From an optimization exercise on the open Yosys and OpenROAD flow, aimed at small area and a short achievable clock period; shortcuts taken in it are not production practice.
In this exercise RTL edits were held to simulation tests only and were not proved equivalent to the original.
Power and IR drop assume default switching activity.

==> flow/design.v <==
`timescale 1ns/1ns
module slotPicker (
    input  logic [32-1:0]           mask,
    output logic [32*4-1:0] sel,
    output logic [4-1:0]           total
);
    localparam int NB = 32 / 4;
    function automatic logic [3:0] tadd(input logic [3:0] a, input logic [3:0] b);
        logic [3:0] s;
        s[0] = a[0] | b[0];
        s[1] = a[1] | b[1] | (a[0] & b[0]);
        s[2] = a[2] | b[2] | (a[1] & b[0]) | (a[0] & b[1]);
        s[3] = a[3] | b[3] | (a[2] & b[0]) | (a[1] & b[1]) | (a[0] & b[2]);
        tadd = s;
    endfunction
    logic [3:0] blkTot [NB];    
    logic [3:0] blkPre [NB];    
    always_comb begin
        for (int b = 0; b < NB; b++) begin
            logic m0, m1, m2, m3;
            m0 = mask[4*b]; m1 = mask[4*b+1]; m2 = mask[4*b+2]; m3 = mask[4*b+3];
            blkTot[b][0] = m0 | m1 | m2 | m3;
            blkTot[b][1] = (m0 & (m1 | m2 | m3)) | (m1 & (m2 | m3)) | (m2 & m3);
            blkTot[b][2] = (m0 & m1 & (m2 | m3)) | (m2 & m3 & (m0 | m1));
            blkTot[b][3] = m0 & m1 & m2 & m3;
        end
        for (int b = 0; b < NB; b++) blkPre[b] = blkTot[b];
        for (int l = 0; l < 3; l++) begin
            for (int b = 0; b < NB; b++) begin
                if ((b >> l) & 1) begin
                    blkPre[b] = tadd(blkPre[b], blkPre[((b >> (l + 1)) << (l + 1)) + (1 << l) - 1]);
                end
            end
        end
        for (int b = 0; b < NB; b++) begin
            logic [3:0] base;
            logic [3:0] eq;
            logic m0, m1, m2, m3;
            m0 = mask[4*b]; m1 = mask[4*b+1]; m2 = mask[4*b+2]; m3 = mask[4*b+3];
            base = (b == 0) ? 4'b0000 : blkPre[b-1];
            eq[0] = ~base[0];
            eq[1] = base[0] & ~base[1];
            eq[2] = base[1] & ~base[2];
            eq[3] = base[2] & ~base[3];
            for (int k = 0; k < 4; k++) begin
                sel[(4*b)*4+k]   = m0 & eq[k];
                sel[(4*b+1)*4+k] = m1 & (m0 ? ((k >= 1) ? eq[(k+3)%4] : 1'b0) : eq[k]);
            end
            for (int k = 0; k < 4; k++) begin
                logic l0, l1, l2;
                l0 = ~m0 & ~m1;
                l1 = m0 ^ m1;
                l2 = m0 & m1;
                sel[(4*b+2)*4+k] = m2 & ((l0 & eq[k]) |
                                         (l1 & ((k >= 1) ? eq[(k+3)%4] : 1'b0)) |
                                         (l2 & ((k >= 2) ? eq[(k+2)%4] : 1'b0)));
            end
            for (int k = 0; k < 4; k++) begin
                logic n0, n1, n2, n3;
                n0 = ~m0 & ~m1 & ~m2;
                n1 = (m0 & ~m1 & ~m2) | (~m0 & m1 & ~m2) | (~m0 & ~m1 & m2);
                n2 = (m0 & m1 & ~m2) | (m0 & ~m1 & m2) | (~m0 & m1 & m2);
                n3 = m0 & m1 & m2;
                sel[(4*b+3)*4+k] = m3 & ((n0 & eq[k]) |
                                         (n1 & ((k >= 1) ? eq[(k+3)%4] : 1'b0)) |
                                         (n2 & ((k >= 2) ? eq[(k+2)%4] : 1'b0)) |
                                         (n3 & ((k >= 3) ? eq[(k+1)%4] : 1'b0)));
            end
        end
        total = blkPre[NB-1];
    end
endmodule
`timescale 1ns/1ns
module entryArray (
    input  logic                              clk,
    input  logic                              reset,
    input  logic [4-1:0]              dispatchValid,
    input  logic [4*7-1:0]   dispatchRob,
    input  logic [4*8-1:0]      dispatchSrc1,
    input  logic [4*8-1:0]      dispatchSrc2,
    input  logic [4-1:0]              dispatchSrc1Ready,
    input  logic [4-1:0]              dispatchSrc2Ready,
    input  logic                              wakeupValid,
    input  logic [8-1:0]                wakeupTag,
    input  logic [32*4-1:0]    freeSel,
    input  logic [32-1:0]              issued,
    output logic [32-1:0]              freeMask,
    output logic [32-1:0]              readyMask,
    output logic [32*7-1:0]   robFlat
);
    logic [32-1:0]  busy;
    logic [32-1:0]  src1Ready;
    logic [32-1:0]  src2Ready;
    logic [7-1:0] robIdx  [32];
    logic [8-1:0]    src1Tag [32];
    logic [8-1:0]    src2Tag [32];
    logic [4-1:0]  laneReady1;
    logic [4-1:0]  laneReady2;
    assign freeMask  = ~busy;
    assign readyMask = busy & src1Ready & src2Ready;
    always_comb begin
        for (int k = 0; k < 4; k++) begin
            laneReady1[k] = dispatchSrc1Ready[k] |
                (wakeupValid & (dispatchSrc1[k*8 +: 8] == wakeupTag));
            laneReady2[k] = dispatchSrc2Ready[k] |
                (wakeupValid & (dispatchSrc2[k*8 +: 8] == wakeupTag));
        end
        for (int i = 0; i < 32; i++) begin
            robFlat[i*7 +: 7] = robIdx[i];
        end
    end
    always_ff @(posedge clk) begin
        for (int i = 0; i < 32; i++) begin
            logic [7-1:0] r;
            logic [8-1:0]    t1, t2;
            logic                  w1, w2, rd1, rd2, wr;
            r   = {7{busy[i]}} & robIdx[i];
            t1  = {8{busy[i]}} & src1Tag[i];
            t2  = {8{busy[i]}} & src2Tag[i];
            w1  = wakeupValid & (src1Tag[i] == wakeupTag);
            w2  = wakeupValid & (src2Tag[i] == wakeupTag);
            rd1 = busy[i] & (src1Ready[i] | w1);
            rd2 = busy[i] & (src2Ready[i] | w2);
            wr  = 1'b0;
            for (int k = 0; k < 4; k++) begin
                r   = r  | ({7{freeSel[i*4+k]}} & dispatchRob[k*7 +: 7]);
                t1  = t1 | ({8{freeSel[i*4+k]}} & dispatchSrc1[k*8 +: 8]);
                t2  = t2 | ({8{freeSel[i*4+k]}} & dispatchSrc2[k*8 +: 8]);
                rd1 = rd1 | (freeSel[i*4+k] & laneReady1[k]);
                rd2 = rd2 | (freeSel[i*4+k] & laneReady2[k]);
                wr  = wr  | (freeSel[i*4+k] & dispatchValid[k]);
            end
            robIdx[i]    <= r;
            src1Tag[i]   <= t1;
            src2Tag[i]   <= t2;
            src1Ready[i] <= rd1;
            src2Ready[i] <= rd2;
            busy[i]      <= reset & ((busy[i] & ~issued[i]) | wr);
        end
    end
endmodule
`timescale 1ns/1ns
module issueQueue (
    input  logic                              clk,
    input  logic                              reset,
    input  logic [4-1:0]              dispatchValid,
    input  logic [4*7-1:0]   dispatchRob,
    input  logic [4*8-1:0]      dispatchSrc1,
    input  logic [4*8-1:0]      dispatchSrc2,
    input  logic [4-1:0]              dispatchSrc1Ready,
    input  logic [4-1:0]              dispatchSrc2Ready,
    input  logic                              wakeupValid,
    input  logic [8-1:0]                wakeupTag,
    output logic [4-1:0]              issueValid,
    output logic [4*7-1:0]   issueRob,
    output logic [2:0]                        creditReturn
);
    logic [32-1:0]            freeMask;
    logic [32-1:0]            readyMask;
    logic [32*7-1:0] robFlat;
    logic [32*4-1:0]  freeSel;
    logic [32*4-1:0]  readySel;
    logic [4-1:0]            readyTotal;
    logic [32-1:0]            issued;
    slotPicker freePicker (
        .mask  (freeMask),
        .sel   (freeSel),
        .total ()
    );
    slotPicker readyPicker (
        .mask  (readyMask),
        .sel   (readySel),
        .total (readyTotal)
    );
    always_comb begin
        for (int i = 0; i < 32; i++) begin
            issued[i] = |readySel[i*4 +: 4];
        end
    end
    entryArray entries (
        .clk               (clk),
        .reset             (reset),
        .dispatchValid     (dispatchValid),
        .dispatchRob       (dispatchRob),
        .dispatchSrc1      (dispatchSrc1),
        .dispatchSrc2      (dispatchSrc2),
        .dispatchSrc1Ready (dispatchSrc1Ready),
        .dispatchSrc2Ready (dispatchSrc2Ready),
        .wakeupValid       (wakeupValid),
        .wakeupTag         (wakeupTag),
        .freeSel           (freeSel),
        .issued            (issued),
        .freeMask          (freeMask),
        .readyMask         (readyMask),
        .robFlat           (robFlat)
    );
    always_ff @(posedge clk) begin
        for (int k = 0; k < 4; k++) begin
            logic [7-1:0] r;
            r = '0;
            for (int i = 0; i < 32; i++) begin
                r = r | ({7{readySel[i*4+k]}} & robFlat[i*7 +: 7]);
            end
            issueRob[k*7 +: 7] <= r;
        end
        if (!reset) begin
            issueValid   <= '0;
            creditReturn <= '0;
        end else begin
            issueValid   <= readyTotal;
            creditReturn <= {readyTotal[3],
                             readyTotal[1] & ~readyTotal[3],
                             (readyTotal[0] & ~readyTotal[1]) | (readyTotal[2] & ~readyTotal[3])};
        end
    end
endmodule
`timescale 1ns/1ns
module issueQueueTop (
    input  logic        clk,
    input  logic        rst_n,
    input  logic [3:0]  dispatch_valid,
    input  logic [27:0] dispatch_rob,
    input  logic [31:0] dispatch_src1,
    input  logic [31:0] dispatch_src2,
    input  logic [3:0]  dispatch_src1_ready,
    input  logic [3:0]  dispatch_src2_ready,
    input  logic        wakeup_valid,
    input  logic [7:0]  wakeup_tag,
    output logic [3:0]  issue_valid,
    output logic [27:0] issue_rob,
    output logic [2:0]  credit_return
);
    issueQueue core (
        .clk               (clk),
        .reset             (rst_n),
        .dispatchValid     (dispatch_valid),
        .dispatchRob       (dispatch_rob),
        .dispatchSrc1      (dispatch_src1),
        .dispatchSrc2      (dispatch_src2),
        .dispatchSrc1Ready (dispatch_src1_ready),
        .dispatchSrc2Ready (dispatch_src2_ready),
        .wakeupValid       (wakeup_valid),
        .wakeupTag         (wakeup_tag),
        .issueValid        (issue_valid),
        .issueRob          (issue_rob),
        .creditReturn      (credit_return)
    );
endmodule
==> flow/run.sh <==
#!/bin/bash
# synth_recipe.tcl (not shown) runs the flow's synth.tcl, then flattens the netlist and writes it again
# the make line also repeats each setting of config.mk as NAME=value (left out here)
make -C /OpenROAD-flow-scripts/flow DESIGN_CONFIG=/design/flow/config.mk WORK_HOME=/design/flow/orfs CLKGATE_MAP_FILE= SYNTH_SCRIPT=/design/flow/synth_recipe.tcl finish
==> flow/config.mk <==
export PLATFORM = sky130hd
export DESIGN_NAME = issueQueueTop
export DESIGN_NICKNAME = issueQueueTop
export VERILOG_FILES = /design/flow/design.v
export SDC_FILE = /design/flow/constraint.sdc
export NUM_CORES = 4
export LEC_CHECK = 0
export CAP_MARGIN = 20
export CORE_MARGIN = 2
export CORE_UTILIZATION = 40
export PLACE_DENSITY = 0.45
export SETUP_SLACK_MARGIN = 5
export SLEW_MARGIN = 20
==> flow/constraint.sdc <==
create_clock -name core_clock -period 9.0 [get_ports {clk}]
set_input_delay 1.8000 -clock core_clock [delete_from_list [all_inputs] [get_ports {clk}]]
set_output_delay 1.8000 -clock core_clock [all_outputs]
set_load 0.01 [all_outputs]
==> run summary, run 1 <==
status timing/DRC/antenna clean; total power 11.6 mW; Layout area overhead 24.1%; drt wl/cell approximately 43 microns; slew of the pin with the lowest slew margin 1.15 ns; skew final roughly 0.075 ns; min-delay src core.entries.src2Ready[0]; synthesis-stage register bit count just under 900; post-DP HPWL ~250000 microns; Worst-Skew Late Latency 0.78 ns; final hold vios 0; grt met3 use 0.185; total grt overflow 0; num rows approximately 140; die span in y 388 microns; worst reg2reg path endpoint core.issueRob[20]; vias in the first global route roughly 70000; pin count of the biggest net entering global routing 65; Post-Syn Instances 7756; PwrDens 158 nW/um^2; initial antenna violation count 16; Worst Path Required between 9 and 10 ns; TritonRoute pass-1 iters 14; CTS Buffer Depth 3; Final Cycle Share 0.476; Core Region 147000 sq um; Slew headroom 0.235; Mean Syn Cell Area 7.62 sq um; Lkg Pwr between 20 and 30 nW; Final Util 0.498; routed vias/inst ~7.7; met2 usage 0.716; CP Class register to register; clock network power share 0.386; global-route usage over all layers 0.519; max_cap viols 0; DRT iter0 DRCs roughly 16000; number of routed nets with antenna violations 0; GR Util met1 0.664; Min-Delay Path Depth 2; Crit Path Max Fanout 13; critical path buffer and inverter count 6; final WL 420000 microns; max-slew violation count 0; cells along the critical path buf_12, nand3_4, buf_12, ha_4, nand3_4, buf_4, buf_12, o311ai_1, buf_4, buf_4, nor3_1, o31a_2, a222oi_1, nand4_1, or3_1; Synth area leaders dfxtp_1 29%, nand2_1 10%, a222oi_1 9.5%, a22oi_1 6.8%, xor2_1 6.5%; P_int 7.44 mW; fraction of layout cells with a size suffix above 1 0.193; EDFF count, synth 23; top cell type's share of synthesized area 0.285; Worst-path clk slew approximately 0.07 ns; final setup fails 0; most instantiated library cell after synthesis nand2_1; sw frac 0.359; Reg2Reg Depth 15; Vias roughly 76000; CP max-delay cell a222oi_1; Die Wd 388 microns; die footprint between 150000 and 200000 sq um; CTS tree done; share of flip-flops with an asynchronous set or reset 0; Flop pwr share 0.385; Initial Util 0.401; Synth area leader dfxtp_1; Worst Slack Setup Final ~4.7 ns; first-pass GRT wire length between 500000 and 600000 microns; crit end category register; Num Clock Sinks between 800 and 900; Top FF cell, synth dfxtp_1; NumNets Final roughly 8000; Worst R2R Start core.entries.busy[1]; Post-synth top cells 1609 x nand2_1, 843 x dfxtp_1, 768 x clkbuf_1; Top delay family on crit path compound AO/OA/AOI/OAI gates; gr busiest metal met2; clock buffer count from CTS 108; pre-CTS setup slack 2.86 ns; clock root cell clkbuf_16; Synth Net Count 7935; # port buffers approximately 150; Ys Warns 8; final setup TNS 0 ns; Post-Syn Area 59100 sq um; Worst setup SP type register; hold endpoint core.entries.src2Ready[0]; GP Congestion approximately 1.1; drc violations 0; Hold Worst Slack a little under 0.5 ns; RSZ-0062 raised after global routing yes; critical path arrival just under 5 ns; H-tree depth 3; register-to-register setup slack 4.72 ns; max incr delay on CP 0.79 ns; synth unique cells approximately 110; fmax approximately 230 MHz; Hold Crit Class register to register; min cycle time layout 4.28 ns; # IOs 150; VDD IR max around 0.00018 V; combinational power share 0.229; Sw Pwr 4.17 mW; sequential share of the synthesized area 0.297
==> metrics by stage <==
step | area (sq um) | instances
2_1_floorplan | 59200 | 7756
3_3_place_gp | 62500 | 9292
3_5_place_dp | 62500 | 9293
4_1_cts | 70200 | 9661
5_1_grt | 73400 | 9826
6_report | 73400 | 9832
==> state kept, by name (all words and copies together) (netlist names), named ones only <==
| register | count |
|---|---|
| core.creditReturn | 2 |
| core.entries.src1Tag | 248 |
| core.issueRob | 28 |
| core.entries.src1Ready | 32 |
| core.entries.src2Ready | 32 |
| core.entries.src2Tag | 248 |
| core.entries.busy | 32 |
| core.issueValid | 4 |
| core.entries.robIdx | 217 |
==> placed cells by master (no fill, tap or decap), types with 56 or more instances in the layout <==
master	count
nor4_1	91
nand4_1	104
nand2_1	1600
xnor2_1	145
inv_1	56
buf_2	72
nor3_1	75
dfxtp_1	807
a221o_1	176
xor2_1	436
o21ai_0	173
buf_6	76
buf_4	522
nand3_1	495
a221oi_1	132
nor2_1	201
a21oi_1	219
clkdlybuf4s50_1	68
a222oi_1	564
a22oi_1	522
clkbuf_16	125
==> repair_timing <==
| action | CTS | global route |
|---|---|---|
| hold buffers | 0 | 0 |
| gates resized for setup | 539 | 325 |
| setup buffers | 144 | 143 |
| endpoints found under the setup margin | 648 | 451 |
| endpoints found under the hold margin | 0 | 0 |
| pin swaps | 101 | 134 |
| gates cloned | 25 | 21 |
==> kinds of logic after synthesis <==
| logic type | synth area share |
|---|---|
| simple gates | 0.220 |
| mux | 0.00252 |
| compound gates | 0.313 |
| xor+xnor | 0.0864 |
| buf+inv | 0.0643 |
| flops | 0.297 |
| fa+ha+maj | 0.0159 |
==> power by group through the flow <==
stage	Combinational (mW)	Clock (mW)	Sequential, mW
final	2.66	4.48	4.48
after global placement	2.08	0	4.50
after global routing	2.65	4.59	4.48
after detailed placement	2.09	0	4.50
after floorplan	1.19	0	4.39
after CTS	2.35	4.44	4.44
==> area by class of cell <==
| class | count | area [sq um] |
|---|---|---|
| inverter | 77 | 365 |
| timing repair inverter | 1 | 5.00 |
| clock inverter | 35 | 364 |
| tap | 1930 | 2410 |
| multi-input combinational | 5914 | 41300 |
| clock buffer | 164 | 3130 |
| sequential | 866 | 17700 |
| antenna | 6 | 15.0 |
| fill | 14100 | 73900 |
| timing repair buffer | 839 | 8130 |
==> per-layer routing <==
metal  routed length (microns)  vias up
li1                          -    29800
met1                    150000    36300
met2                    162000     7599
met3                     69400     2057
met4                     38000       14
met5                       149        -
==> worst reg2reg max path, cell delays in order (launching register included) <==
cell	delay [ns]
dfxtp_4	0.35
buf_12	0.13
nand3_4	0.16
buf_12	0.14
ha_4	0.17
nand3_4	0.17
buf_4	0.20
buf_12	0.14
o311ai_1	0.30
buf_4	0.19
buf_4	0.13
nor3_1	0.05
o31a_2	0.50
a222oi_1	0.80
nand4_1	0.33
or3_1	0.39
==> worst max-delay path by stage <==
stage	start	slack [ns]	cells past startpoint	endpoint
finish	core.entries.busy[1]	4.72	15	core.issueRob[20]
global route	core.entries.busy[4]	4.77	15	core.issueRob[22]
CTS	core.entries.busy[1]	4.90	16	core.entries.busy[23]
detailed placement	core.entries.busy[10]	2.86	13	core.issueRob[20]
global placement	core.entries.busy[0]	2.90	14	core.entries.src2Tag[29][2]
floorplan	core.entries.busy[0]	4.93	16	core.entries.robIdx[23][2]
==> run 2: changes to the inputs <==
--- a/flow/config.mk
+++ b/flow/config.mk
@@ -8,6 +8,7 @@
 export CAP_MARGIN = 20
 export CORE_MARGIN = 2
 export CORE_UTILIZATION = 40
+export MIN_ROUTING_LAYER = met2
 export PLACE_DENSITY = 0.45
 export SETUP_SLACK_MARGIN = 5
 export SLEW_MARGIN = 20
==> run 2 against run 1 <==
  * The run now fails in global routing (5_1_grt)
  * Synthesized cell count stayed put
  * Area after synthesis did not move
==> run summary, run 2 <==
total grt overflow 857; stop err [ERROR GRT-0116] Global routing finished with congestion. Check the congestion regions in the DRC Viewer.; clock root cell clkbuf_16; synthesis-stage register bit count 866 (unchanged); synth unique cells 108 (unchanged); GP Congestion 1.24 (+11%); Ys Warns 8 (unchanged); # port buffers 149 (unchanged); failing step global routing (5_1_grt); die span in y 388 microns (unchanged); pin count of the biggest net entering global routing 73; H-tree depth 3 (unchanged); Top FF cell, synth dfxtp_1; most instantiated library cell after synthesis nand2_1; post-DP HPWL 253000 microns (+2.3%); status did not finish; Post-Syn Instances 7756 (unchanged); Die Wd 388 microns (unchanged); clock buffer count from CTS 103 (-4.6%); Synth Net Count 7935 (unchanged); Synth area leaders dfxtp_1 29%, nand2_1 10%, a222oi_1 9.5%, a22oi_1 6.8%, xor2_1 6.5%; top cell type's share of synthesized area 0.285 (unchanged); num rows 141 (unchanged); placed cells 9297 (+0.043%); global-route usage over all layers 0.889; post-cts hold buffer count 0 (unchanged); Mean Syn Cell Area 7.62 sq um (unchanged); first-pass GRT wire length about 660000 microns; vias in the first global route between 100k and 150k; sequential share of the synthesized area 0.297 (unchanged); pre-CTS setup slack 2.32 ns (-0.540 ns); Synth area leader dfxtp_1; Post-Syn Area 59100 sq um (unchanged); Num Clock Sinks 866 (unchanged); Post-synth top cells 1609 x nand2_1, 843 x dfxtp_1, 768 x clkbuf_1; share of flip-flops with an asynchronous set or reset 0 (unchanged); EDFF count, synth 23 (unchanged); DP Area 62600 sq um (+0.11%); # IOs 150 (unchanged); CTS Buffer Depth 3 (unchanged); Initial Util 0.401 (unchanged)
==> run 2: cell counts after synthesis <==
No cell type changed its count.
==> run 2: power groups by stage <==
stage / sequential (mW) / clock [mW] / combinational, mW
floorplan: 4.39 / 0 / 1.19
global placement: 4.51 / 0 / 2.01
detailed placement: 4.51 / 0 / 2.03
CTS: 4.45 / 4.48 / 2.21
==> run 2: repair_timing <==
item / in CTS
setup buffers: 155
setup endpoints to repair: 677
gates cloned: 22
resized for setup: 498
pin swaps: 97
==> run 2: per-stage QoR <==
stage / util / hold WS, ns
after floorplan: - / 0.439
after global placement: 0.424 / 0.455
after detailed placement: 0.425 / 0.463
after CTS: 0.476 / 0.476
==> run 2: worst min path at each step <==
stage / from / endpoint / slack, ns / cells after the start
after CTS: core.entries.src1Ready[16] / core.entries.src1Ready[16] / 0.48 / 2
after detailed placement: core.entries.src1Ready[16] / core.entries.src1Ready[16] / 0.46 / 2
after global placement: core.entries.src1Ready[16] / core.entries.src1Ready[16] / 0.45 / 2
after floorplan: core.entries.src1Ready[8] / core.entries.src1Ready[8] / 0.44 / 2
==> run 2: cell families after synthesis <==
family	after synthesis	synth area share
and+or+nand+nor	2948	0.220
adders and majority gates	78	0.0159
AOI/OAI and AO/OA	2286	0.313
DFF	866	0.297
buffers and inverters	981	0.0643
xor gates and xnor gates	583	0.0864
muxes	14	0.00252
==> run 2: layer usage <==
layer,GRT overflow,track usage
met5,126,0.837
met4,84,0.780
met3,509,0.945
met2,138,0.901
met1,-,-

re-timing with driven ports:
The results above use ideal ports. As a check the final layout listed here was re-extracted and re-timed, cells and wires unchanged. Step 1 (the two cells are an assumption about what drives the block):
set clk [get_ports {clk}]
set_driving_cell -lib_cell sky130_fd_sc_hd__clkbuf_16 $clk
set_driving_cell -lib_cell sky130_fd_sc_hd__buf_2 [delete_from_list [all_inputs] $clk]
Step 2 times the ports against the registers' clock, not the clock port: input delays grow and output delays shrink by t, the midpoint of the rising clock arrivals with the driver on. Three values: ideal, step 1, step 2; two values: the first two.
run: run 1
t, ns: 0.837
setup WS [ns]: 4.719 / 4.719 / 4.103
slew at the worst register clock pin (ns): 0.07 / 0.07
worst data-port slew with drivers (ns): 0.24
After both steps setup and hold are still met in run 1. For run 1, drivers alone change the setup slack by 0.000 ns; drivers and shift together by -0.616 ns.
